Source: an optimization exercise on an open RTL-to-GDS flow (aim: small area, a short achievable clock period and few clock cycles per item). Production flows keep margins and buffers that such runs may drop. No run shown here included a check of the RTL's function; only the layout flow was run. No activity file was given, so power comes from the tool's default toggle rates.

## flow/design.v (module list and top-level ports; edited modules follow where they fit)
// module polygon_convexity_check: 156 lines
// module pcc_booth_enc: 20 lines
// module pcc_cross: 2397 lines
module polygon_convexity_check #(
  parameter int COORD_WIDTH = 16
) (
  input  logic                          clk,
  input  logic                          rst,
  input  logic                          vertex_valid,
  output logic                          vertex_ready,
  input  logic signed [COORD_WIDTH-1:0] vertex_x,
  input  logic signed [COORD_WIDTH-1:0] vertex_y,
  input  logic                          last_vertex,
  output logic                          result_valid,
  input  logic                          result_ready,
  output logic                          is_convex,
  output logic                          too_few
);
  // ...
==> flow/flow/run.sh <==
#!/bin/bash
# Layout flow: the standard flow (standard.sh) unchanged except for one step in
# synthesis. Before Yosys's fine-grained synthesis runs ABC, the adder trees of the RTL
# (plain XOR / majority gates) are mapped to full- and half-adder cells, so ABC cannot
# restructure them first; extracting them afterwards leaves inverters between the adder
# cells. Everything else, including the registers, is the standard synthesis.
set -euo pipefail
HERE=$(pwd)
FL=$HERE/flow

# synthesis script: ORFS's synth.tcl with the early adder extraction inserted
python3 - "$FLOW_HOME/scripts/synth.tcl" "$HERE/synth_fa.tcl" <<'PYEOF'
import sys
src = open(sys.argv[1]).read()
anchor = """if {
  [env_var_exists_and_non_empty SYNTH_WRAPPED_OPERATORS] ||
  [env_var_exists_and_non_empty SWAP_ARITH_OPERATORS]
} {
  source $::env(SCRIPTS_DIR)/synth_wrap_operators.tcl
} else {"""
early = """# early full-adder extraction (this flow's only change to synthesis)
opt -fast -full
memory_map
opt -full
techmap -map +/techmap.v -map $::env(FLOW_HOME)/platforms/common/lcu_kogge_stone.v
opt -fast
extract_fa {*}[dont_use_extract_fa_args]
techmap -map $::env(ADDER_MAP_FILE)
opt -fast

"""
assert src.count(anchor) == 1, "synth.tcl anchor not found"
open(sys.argv[2], "w").write(src.replace(anchor, early + anchor))
PYEOF
# The standard flow's synthesis wrapper, sourcing the script above instead of synth.tcl
sed "s|\$::env(SCRIPTS_DIR)/synth.tcl|$HERE/synth_fa.tcl|" synth_recipe.tcl > synth_recipe_fa.tcl
grep -q "synth_fa.tcl" synth_recipe_fa.tcl
# standard.sh with that synthesis wrapper, for the synth target only
sed "s|SYNTH_SCRIPT=[^ ]*|SYNTH_SCRIPT=$HERE/synth_recipe_fa.tcl|" standard.sh > standard_fa.sh
grep -q "synth_recipe_fa.tcl" standard_fa.sh

bash standard_fa.sh synth > synth.log 2>&1
bash standard.sh finish > finish.log 2>&1
==> flow/standard.sh <==
#!/bin/bash
# synth_recipe.tcl (not shown) runs the flow's synth.tcl, then flattens the netlist and writes it again
# the make line also repeats each setting of config.mk as NAME=value (left out here)
make -C /OpenROAD-flow-scripts/flow DESIGN_CONFIG=/design/flow/config.mk WORK_HOME=/design/flow/orfs CLKGATE_MAP_FILE= SYNTH_SCRIPT=/design/flow/synth_recipe.tcl "${@:-finish}"
==> flow/config.mk <==
export PLATFORM = sky130hd
export DESIGN_NAME = polygon_convexity_check
export DESIGN_NICKNAME = polygon_convexity_check
export VERILOG_FILES = /design/flow/design.v
export SDC_FILE = /design/flow/constraint.sdc
export NUM_CORES = 4
export LEC_CHECK = 0
export ABC_AREA = 1
export CAP_MARGIN = 20
export CORE_MARGIN = 2
export CORE_UTILIZATION = 40
export PLACE_DENSITY = 0.6
export SETUP_SLACK_MARGIN = 4.2
export SLEW_MARGIN = 20
==> flow/constraint.sdc <==
create_clock -name core_clock -period 7.5 [get_ports {clk}]
set_input_delay 1.5000 -clock core_clock [delete_from_list [all_inputs] [get_ports {clk}]]
set_output_delay 1.5000 -clock core_clock [all_outputs]
set_load 0.01 [all_outputs]
==> results.ini, run 1 <==
[global_route]
grt_pass1_vias=19400
overflow=0

[routing]
num_vias=19200
wl_met3_um=7520
drc=0

[worst_setup_path]
cp_num_buf_inv=3
cp-startpoint=a_enc[0]$_DFFE_PP_
reg2reg_from=a_enc[0]$_DFFE_PP_
cpMaxStageDelayCell=fa_1
r2r_slack_ns=4.15

[sta]
worst_pin_slew_ns=0.941
clock.fmax_mhz=298
skew_ns=0.0248

[place]
dp_hpwl_um=52000

[synthesis]
synth.cell_area_mm2=0.0257
async_reset_ff_share_pct=0
synth.most_common_cell=nand2_1
synth_fa_ha_area_share_pct=28.1
synth_top_family_by_area=adder cells
synth_enable_flop_cells=194
ys_warn_count=4
yosys-top-cells-area=edfxtp_1 23%, fa_1 22%, xor2_1 11%, dfxtp_1 11%, ha_1 6.3%

[floorplanning]
ioPinCount=41

[layout]
layout-drive-gt1-share_pct=16.9
fin_nets=3100
n_antenna_cell=1
final_common_cell=nand2_1

[status]
outcome=complete, no violations

[power]
switching_power_mw=1.27

[worst_hold_path]
hold_path_class=flop to flop

==> module polygon_convexity_check, before the edit <==
module polygon_convexity_check #(
  parameter int COORD_WIDTH = 16
) (
  input  logic                          clk,
  input  logic                          rst,
  input  logic                          vertex_valid,
  output logic                          vertex_ready,
  input  logic signed [COORD_WIDTH-1:0] vertex_x,
  input  logic signed [COORD_WIDTH-1:0] vertex_y,
  input  logic                          last_vertex,
  output logic                          result_valid,
  input  logic                          result_ready,
  output logic                          is_convex,
  output logic                          too_few
);
  localparam int DW     = COORD_WIDTH + 1;
  localparam int QDEPTH = 4;
  logic [COORD_WIDTH-1:0] prev_x, prev_y;      
  logic [COORD_WIDTH-1:0] first_x, first_y;    
  logic [DW-1:0]          e0_x, e0_y;          
  logic [1:0]             seen;                
  logic                   close1, close2;      
  logic                   few1, few2;          
  logic [53:0]   a_enc;         
  logic [53:0]   a_enc_next;
  logic [DW-1:0] a_src_x, a_src_y;
  logic [DW-1:0] b_x, b_y;
  logic          xv, xfirst, xend, xfew;
  logic          yv, yfirst, yend, yfew;
  logic          zv, zfirst, zend, zfew, zpos;
  logic          pos;
  logic          seen_pos, seen_neg;
  logic [QDEPTH-1:0] qv, qc, qf;
  logic [2:0] outstanding;
  logic              ready_q;
  logic          fire, pop, load, push, push_c, push_f;
  logic [DW-1:0] sub_x, sub_y, e_x, e_y;
  assign vertex_ready = ready_q;
  assign fire         = vertex_valid && ready_q && !rst;
  assign pop          = qv[0] && result_ready;
  assign sub_x = close1 ? {first_x[COORD_WIDTH-1], first_x} : {vertex_x[COORD_WIDTH-1], vertex_x};
  assign sub_y = close1 ? {first_y[COORD_WIDTH-1], first_y} : {vertex_y[COORD_WIDTH-1], vertex_y};
  assign e_x   = {prev_x[COORD_WIDTH-1], prev_x} - sub_x;
  assign e_y   = {prev_y[COORD_WIDTH-1], prev_y} - sub_y;
  assign a_src_x = (fire && seen == 2'd2) ? e0_x : b_x;
  assign a_src_y = (fire && seen == 2'd2) ? e0_y : b_y;
  pcc_booth_enc u_enc (
    .x   (a_src_x),
    .y   (a_src_y),
    .enc (a_enc_next)
  );
  assign load = (fire && seen[1]) || close1 || close2;
  always_ff @(posedge clk) begin
    if (rst) begin
      seen   <= 2'd0;
      close1 <= 1'b0;
      close2 <= 1'b0;
      few1   <= 1'b0;
      few2   <= 1'b0;
    end else begin
      if (fire) begin
        if (last_vertex)     seen <= 2'd0;
        else if (seen != 3)  seen <= seen + 2'd1;
      end
      close1 <= fire && last_vertex && seen[1];
      close2 <= close1;
      few1   <= fire && last_vertex && !seen[1];
      few2   <= few1;
    end
    if (fire) begin
      prev_x <= vertex_x;
      prev_y <= vertex_y;
    end
    if (fire && seen == 2'd0) begin
      first_x <= vertex_x;
      first_y <= vertex_y;
    end
    if (fire && seen == 2'd1) begin
      e0_x <= e_x;
      e0_y <= e_y;
    end
    if (load) begin
      a_enc <= a_enc_next;
      b_x <= close2 ? e0_x : e_x;
      b_y <= close2 ? e0_y : e_y;
    end
  end
  always_ff @(posedge clk) begin
    if (rst) begin
      xv <= 1'b0; xfew <= 1'b0;
      yv <= 1'b0; yfew <= 1'b0;
      zv <= 1'b0; zfew <= 1'b0;
    end else begin
      xv <= load;  xfew <= few2;
      yv <= xv;    yfew <= xfew;
      zv <= yv;    zfew <= yfew;
    end
    xfirst <= fire && seen == 2'd2;
    xend   <= close2;
    yfirst <= xfirst;
    yend   <= xend;
    zfirst <= yfirst;
    zend   <= yend;
    zpos   <= pos;
  end
  pcc_cross u_cross (
    .clk (clk),
    .aenc(a_enc),
    .bx  (b_x),
    .by  (b_y),
    .pos (pos)
  );
  logic sp_next, sn_next;
  assign sp_next = (seen_pos && !zfirst) || zpos;
  assign sn_next = (seen_neg && !zfirst) || !zpos;
  always_ff @(posedge clk) begin
    if (zv) begin
      seen_pos <= sp_next;
      seen_neg <= sn_next;
    end
  end
  assign push   = (zv && zend) || zfew;
  assign push_c = !zfew && !(sp_next && sn_next);
  assign push_f = zfew;
  logic [QDEPTH-1:0] q_wr, q_shv, q_shc, q_shf;
  logic [2:0] outstanding_next;
  always_comb begin
    for (int i = 0; i < QDEPTH; i++) begin
      q_shv[i] = pop ? ((i + 1 < QDEPTH) ? qv[i+1] : 1'b0) : qv[i];
      q_shc[i] = pop ? ((i + 1 < QDEPTH) ? qc[i+1] : 1'b0) : qc[i];
      q_shf[i] = pop ? ((i + 1 < QDEPTH) ? qf[i+1] : 1'b0) : qf[i];
    end
    for (int i = 0; i < QDEPTH; i++) begin
      q_wr[i] = push && !q_shv[i] && ((i == 0) || q_shv[i-1]);
    end
    outstanding_next = outstanding + (fire && last_vertex) - pop;
  end
  always_ff @(posedge clk) begin
    if (rst) begin
      qv          <= '0;
      outstanding <= '0;
      ready_q     <= 1'b1;
    end else begin
      qv          <= q_shv | q_wr;
      outstanding <= outstanding_next;
      ready_q     <= outstanding_next < QDEPTH;
    end
    for (int i = 0; i < QDEPTH; i++) begin
      qc[i] <= q_wr[i] ? push_c : q_shc[i];
      qf[i] <= q_wr[i] ? push_f : q_shf[i];
    end
  end
  assign result_valid = qv[0];
  assign is_convex    = qc[0];
  assign too_few      = qf[0];
endmodule
==> run 2, diff against run 1 <==
--- a/flow/design.v
+++ b/flow/design.v
@@ -53,8 +53,8 @@
   assign pop          = qv[0] && result_ready;
   assign sub_x = close1 ? {first_x[COORD_WIDTH-1], first_x} : {vertex_x[COORD_WIDTH-1], vertex_x};
   assign sub_y = close1 ? {first_y[COORD_WIDTH-1], first_y} : {vertex_y[COORD_WIDTH-1], vertex_y};
-  assign e_x   = {prev_x[COORD_WIDTH-1], prev_x} - sub_x;
-  assign e_y   = {prev_y[COORD_WIDTH-1], prev_y} - sub_y;
+  pcc_sub u_sub_x (.a({prev_x[COORD_WIDTH-1], prev_x}), .b(sub_x), .d(e_x));
+  pcc_sub u_sub_y (.a({prev_y[COORD_WIDTH-1], prev_y}), .b(sub_y), .d(e_y));
   assign a_src_x = (fire && seen == 2'd2) ? e0_x : b_x;
   assign a_src_y = (fire && seen == 2'd2) ? e0_y : b_y;
   pcc_booth_enc u_enc (
@@ -2584,3 +2584,111 @@
   assign lo  = {1'b0, s[32:0]} + {1'b0, c[32:0]};
   assign pos = !(s[33] ^ c[33] ^ lo[33]);
 endmodule
+module pcc_sub (
+  input  logic [16:0] a, b,
+  output logic [16:0] d
+);
+  logic [16:0] g, p;
+  assign g = a & ~b;
+  assign p = a ^ ~b;
+  logic G1, P1;
+  logic G2, P2;
+  logic G3, P3;
+  logic G4, P4;
+  logic G5, P5;
+  logic G6, P6;
+  logic G7, P7;
+  logic G8, P8;
+  logic G9, P9;
+  logic G10, P10;
+  logic G11, P11;
+  logic G12, P12;
+  logic G13, P13;
+  logic G14, P14;
+  logic G15, P15;
+  logic G16, P16;
+  logic G17, P17;
+  logic G18, P18;
+  logic G19, P19;
+  logic G20, P20;
+  logic G21, P21;
+  logic G22, P22;
+  logic G23, P23;
+  logic G24, P24;
+  logic G25, P25;
+  logic G26, P26;
+  logic G27, P27;
+  assign G1 = g[0] | (p[0] & 1'b1);
+  assign P1 = p[0] & 1'b0;
+  assign G2 = g[2] | (p[2] & g[1]);
+  assign P2 = p[2] & p[1];
+  assign G3 = g[4] | (p[4] & g[3]);
+  assign P3 = p[4] & p[3];
+  assign G4 = g[6] | (p[6] & g[5]);
+  assign P4 = p[6] & p[5];
+  assign G5 = g[8] | (p[8] & g[7]);
+  assign P5 = p[8] & p[7];
+  assign G6 = g[10] | (p[10] & g[9]);
+  assign P6 = p[10] & p[9];
+  assign G7 = g[12] | (p[12] & g[11]);
+  assign P7 = p[12] & p[11];
+  assign G8 = g[14] | (p[14] & g[13]);
+  assign P8 = p[14] & p[13];
+  assign G9 = G2 | (P2 & G1);
+  assign P9 = P2 & P1;
+  assign G10 = G4 | (P4 & G3);
+  assign P10 = P4 & P3;
+  assign G11 = G6 | (P6 & G5);
+  assign P11 = P6 & P5;
+  assign G12 = G8 | (P8 & G7);
+  assign P12 = P8 & P7;
+  assign G13 = G10 | (P10 & G9);
+  assign P13 = P10 & P9;
+  assign G14 = G12 | (P12 & G11);
+  assign P14 = P12 & P11;
+  assign G15 = G14 | (P14 & G13);
+  assign P15 = P14 & P13;
+  assign G16 = G11 | (P11 & G13);
+  assign P16 = P11 & P13;
+  assign G17 = G3 | (P3 & G9);
+  assign P17 = P3 & P9;
+  assign G18 = G5 | (P5 & G13);
+  assign P18 = P5 & P13;
+  assign G19 = G7 | (P7 & G16);
+  assign P19 = P7 & P16;
+  assign G20 = g[1] | (p[1] & G1);
+  assign P20 = p[1] & P1;
+  assign G21 = g[3] | (p[3] & G9);
+  assign P21 = p[3] & P9;
+  assign G22 = g[5] | (p[5] & G17);
+  assign P22 = p[5] & P17;
+  assign G23 = g[7] | (p[7] & G13);
+  assign P23 = p[7] & P13;
+  assign G24 = g[9] | (p[9] & G18);
+  assign P24 = p[9] & P18;
+  assign G25 = g[11] | (p[11] & G16);
+  assign P25 = p[11] & P16;
+  assign G26 = g[13] | (p[13] & G19);
+  assign P26 = p[13] & P19;
+  assign G27 = g[15] | (p[15] & G15);
+  assign P27 = p[15] & P15;
+  logic [16:0] c;
+  assign c[0] = 1'b1;
+  assign c[1] = G1;
+  assign c[2] = G20;
+  assign c[3] = G9;
+  assign c[4] = G21;
+  assign c[5] = G17;
+  assign c[6] = G22;
+  assign c[7] = G13;
+  assign c[8] = G23;
+  assign c[9] = G18;
+  assign c[10] = G24;
+  assign c[11] = G16;
+  assign c[12] = G25;
+  assign c[13] = G19;
+  assign c[14] = G26;
+  assign c[15] = G15;
+  assign c[16] = G27;
+  assign d = p ^ c;
+endmodule
==> results.ini, run 2 <==
[layout]
fin_nets=2986  ; was 3,100
regMostFlops=a_enc  ; unchanged
regArea_mm2=0.00863  ; about the same
largest_register_ffs=52  ; unchanged
final_cell_mix=321 x xor2_1, 272 x fa_1, 240 x nand2_1  ; was 372 x nand2_1, 332 x xor2_1, 270 x fa_1
syn_to_final_growth_pct=20.7  ; was 17.9%
multi_input_comb_area_mm2=0.0151  ; was 0.0156 mm^2
layout-drive-gt1-share_pct=21.8  ; was 16.9%
n_fill_cell=5462  ; was 5,718
final_common_cell=xor2_1  ; was nand2_1

[synthesis]
synth_top_area_share_pct=23.4  ; was 22.7%
yosys.area.top_type=fa_1  ; was edfxtp_1
syn-num-nets=2778  ; was 2,938
ys_types=43  ; was 40
ys_seq_elements=334  ; unchanged
synth_area_per_cell_um2=10.8  ; was 10.3 um^2
ys_warn_count=4  ; unchanged
synth_flop_cell=edfxtp_1  ; unchanged
seq_area_frac_synth_pct=34.4  ; was 33.6%
async_reset_ff_share_pct=0  ; unchanged
synth.most_common_cell=xor2_1  ; was nand2_1
synth.cell_area_mm2=0.0251  ; was 0.0257 mm^2
syn_inst=2321  ; was 2,493
synth_enable_flop_cells=194  ; unchanged
yosys-top-cells-area=fa_1 23%, edfxtp_1 23%, xor2_1 11%, dfxtp_1 11%, o22ai_1 6.4%  ; was edfxtp_1 23%, fa_1 22%, xor2_1 11%, dfxtp_1 11%, ha_1 6.3%
yosys-top-cells-count=325 x xor2_1, 293 x fa_1, 263 x inv_1, 256 x o22ai_1, 248 x nand2_1  ; was 378 x nand2_1, 336 x xor2_1, 279 x fa_1, 271 x inv_1, 256 x o22ai_1

[worst_hold_path]
holdPathStages=0  ; unchanged
hold_path_class=flop to flop  ; unchanged
whs_endpoint=zend$_DFF_P_  ; was yend$_DFF_P_
min-delay-start=yend$_DFF_P_  ; was xend$_DFF_P_

[global_route]
overflow=0  ; unchanged
grt_pass1_vias=18700  ; was 19,400
grt_usage_pct=22.7  ; was 22.3%
grt_max_degree=58  ; was 87
antenna_found_initial=1  ; was 0
grt_pass1_wl_um=111000  ; was 113,000 um

[power]
ir_worst_vdd_mv=0.150  ; was 0.177 mV
leakage_nw=12.7  ; about the same
powerDensity_mw_per_mm2=201  ; was 157 mW/mm^2
pwr-share-comb_pct=31.1  ; was 15.8%
p_total_mw=6.08  ; was 4.74 mW
p_int_mw=4.11  ; was 3.47 mW
power_frac_seq_pct=37.5  ; was 43.7%
netSwitchingFraction_pct=32.4  ; was 26.9%
switching_power_mw=1.97  ; was 1.27 mW
clockPowerShare_pct=31.4  ; was 40.5%

[routing]
drtIter0Drc=1904  ; was 1,947
wl_per_cell_um=21.7  ; was 21.4 um
drtPass1Iterations=6  ; was 7
vias_per_cell=5.36  ; was 5.42
ant_nets=0  ; unchanged
totalWireLength_um=73700  ; was 75,500 um
num_vias=18200  ; was 19,200
drc=0  ; unchanged

[worst_setup_path]
cp-start-kind=flop  ; unchanged
critical_path.endpoint_type=flop  ; unchanged
path_class=flop to flop  ; unchanged
reg2reg_from=a_enc[9]$_DFFE_PP_  ; was a_enc[0]$_DFFE_PP_
crit_fanout=6  ; was 4
r2r-end=u_cross.rg_15_2$_DFF_P_  ; was u_cross.rg_10_1$_DFF_P_
cp.required_ns=7.94  ; was 7.97 ns
crit_arrival_ns=3.83  ; about the same
reg2reg_depth=8  ; was 9
r2r_slack_ns=4.11  ; was 4.15 ns

[clocking]
h-tree-depth=2  ; unchanged
clock-sinks=334  ; unchanged
clkTransAtPathRegs_ns=0.06  ; about the same
cts_inserted_buffers=38  ; was 41
cts_buffer_depth=3  ; unchanged
insertion_delay_ns=0.58  ; was 0.59 ns
ctsHoldBuffers=0  ; unchanged
root_buffer=clkbuf_16  ; unchanged
cts_tree=yes  ; unchanged

[sta]
rsz0062_at_grt=yes  ; unchanged
layout_setup_ws_ns=4.11  ; was 4.15 ns
clock.fmax_mhz=295  ; was 298 MHz
whs_ns=0.323  ; was 0.327 ns
worst_pin_slew_ns=0.925  ; was 0.941 ns
relSlewSlack_pct=38.2  ; was 37.1%
final.setup.tns_ns=0  ; unchanged
finalCriticalPeriod_ns=3.39  ; was 3.35 ns
timing.final.crit_share_pct=45.2  ; was 44.7%
hold_viol_final=0  ; unchanged
skew_ns=0.0195  ; was 0.0248 ns
final_max_slew_viol_count=0  ; unchanged
setup_viol=0  ; unchanged

[job]
cap_violations=0  ; unchanged

[floorplanning]
die_h_um=254  ; was 257 um
start_util_pct=40.5  ; was 40.6%
std_cell_rows=91  ; was 92
coreArea_mm2=0.0618  ; was 0.0632 mm^2
ioPinCount=41  ; unchanged
dieArea_mm2=0.0647  ; was 0.0662 mm^2
fp.dieW_um=254  ; was 257 um

[place]
numPortBuffers=40  ; unchanged
finalWeightedCongestion=0.972  ; was 0.959
dp_hpwl_um=49500  ; was 52,000 um
preCtsSetupSlack_ns=2.73  ; was 2.58 ns

[status]
outcome=complete, no violations  ; unchanged

run 2: changes by cell type after synthesis, sizes merged, moves of 11 or more:
cell / before / now
nand2: 389 / 257
xnor2: 8 / 20
xor2: 336 / 325
or2: 3 / 15
o21ai: 67 / 92
and2: 16 / 0
nand3: 47 / 12
fa: 279 / 293
a21oi: 42 / 22
mux2i: 29 / 14
run 2: cells by family (layout without fill, tap and decap cells):
kind of cell	after synthesis	after routing	synth area share, %
flip-flops	334	334	34.4
buffers and inverters	442	679	7.03
multiplexers	14	14	0.559
adder cells (fa/ha/maj)	420	420	29.8
AND/OR/NAND/NOR	363	364	5.93
other	0	1	0
XOR/XNOR	345	345	12.1
AO/OA/AOI/OAI	403	403	10.2
run 2: timing repair:
action | 4_1_cts | 5_1_grt
pin swaps | 38 | 58
hold endpoints to repair | 0 | 0
setup endpoints to repair | 332 | 76
cloned | 3 | 4
setup buffers | 170 | 62
gates resized for setup | 169 | 86
run 2: stage by stage:
step                      cells  cell area (um^2)  util (%)
after floorplan            2321             25100         -
after global placement     3087             26100      42.2
after detailed placement   3087             26100      42.2
after CTS                  3330             29400      47.5
after global routing       3396             30200      48.9
final                      3397             30200      48.9
run 2: layout make-up:
cell class | instances | area share, %
Multi-Input combinational cell | 1546 | 50.0
Sequential cell | 334 | 28.5
Timing Repair Buffer | 285 | 8.54
Inverter | 319 | 4.95
Clock buffer | 56 | 3.79
Tap cell | 837 | 3.46
Clock inverter | 14 | 0.563
Timing Repair inverter | 5 | 0.116
Antenna cell | 1 | 0.00827
run 2: worst max path at each step:
stage,depth (start not counted),to,startpoint
after global routing,8,u_cross.rg_15_2$_DFF_P_,a_enc[9]$_DFFE_PP_
after floorplan,4,first_x[0]$_DFFE_PP_,rst
final,8,u_cross.rg_15_2$_DFF_P_,a_enc[9]$_DFFE_PP_
after CTS,10,b_y[15]$_DFFE_PP_,vertex_y[12]
after global placement,5,a_enc[5]$_DFFE_PP_,rst
after detailed placement,5,a_enc[6]$_DFFE_PP_,rst
run 2: metal layers:
layer / routed length, um / vias up / GRT usage [%] / part of all wire, %
met5: 0 / - / 0 / 0
met4: 4130 / 0 / 11.9 / 5.6
met3: 6540 / 204 / 5.01 / 8.9
met2: 32900 / 905 / 34.9 / 45
met1: 30200 / 9010 / 30.1 / 41
li1: - / 8077 / - / -
run 2: power groups by stage:
| stage | Clock [mW] | Combinational [mW] | Sequential (mW) |
|---|---|---|---|
| 5_1_grt | 2.03 | 2.23 | 2.31 |
| 3_5_place_dp | 0 | 1.87 | 2.32 |
| 4_1_cts | 1.96 | 1.93 | 2.29 |
| 2_1_floorplan | 0 | 1.27 | 2.30 |
| 3_3_place_gp | 0 | 1.80 | 2.32 |
| 6_report | 1.91 | 1.89 | 2.28 |
run 2: critical path, stage by stage (launching register included):
cell        delay [ns]
edfxtp_1          0.45
clkinvlp_4        0.22
buf_6             0.18
o22ai_2           0.18
xor2_1            0.22
fa_1              0.47
fa_1              0.61
fa_1              0.45
fa_1              0.46

-- what the ideal ports hide --
Ports are ideal in the flow. The routed layouts listed here were re-timed in OpenROAD.
Step 1: set_driving_cell puts a clkbuf_16 on clk and a buf_2 on each other input, an assumption about the parent block.
Step 2 also shifts input and output timing later by t, the mid clock arrival at the registers, as if the neighbouring blocks saw the same clock.
Three values: ideal, step 1, step 2; two values: the first two.
run | t (ns) | slack for setup (ns) | hold slack, ns | worst setup path after step 2 | worst slew at a driven data input, ns
run 1 | 0.630 | 4.145 / 4.145 / 3.708 | 0.327 / 0.327 / 0.327 | input to register | 0.07
run 2 | 0.637 | 4.109 / 4.109 / 3.654 | 0.323 / 0.323 / 0.323 | input to register | 0.06
After both steps every run listed still meets setup and hold. The setup slack of run 2, which loses most, moves by 0.000 ns with the drivers and by -0.455 ns with both steps.
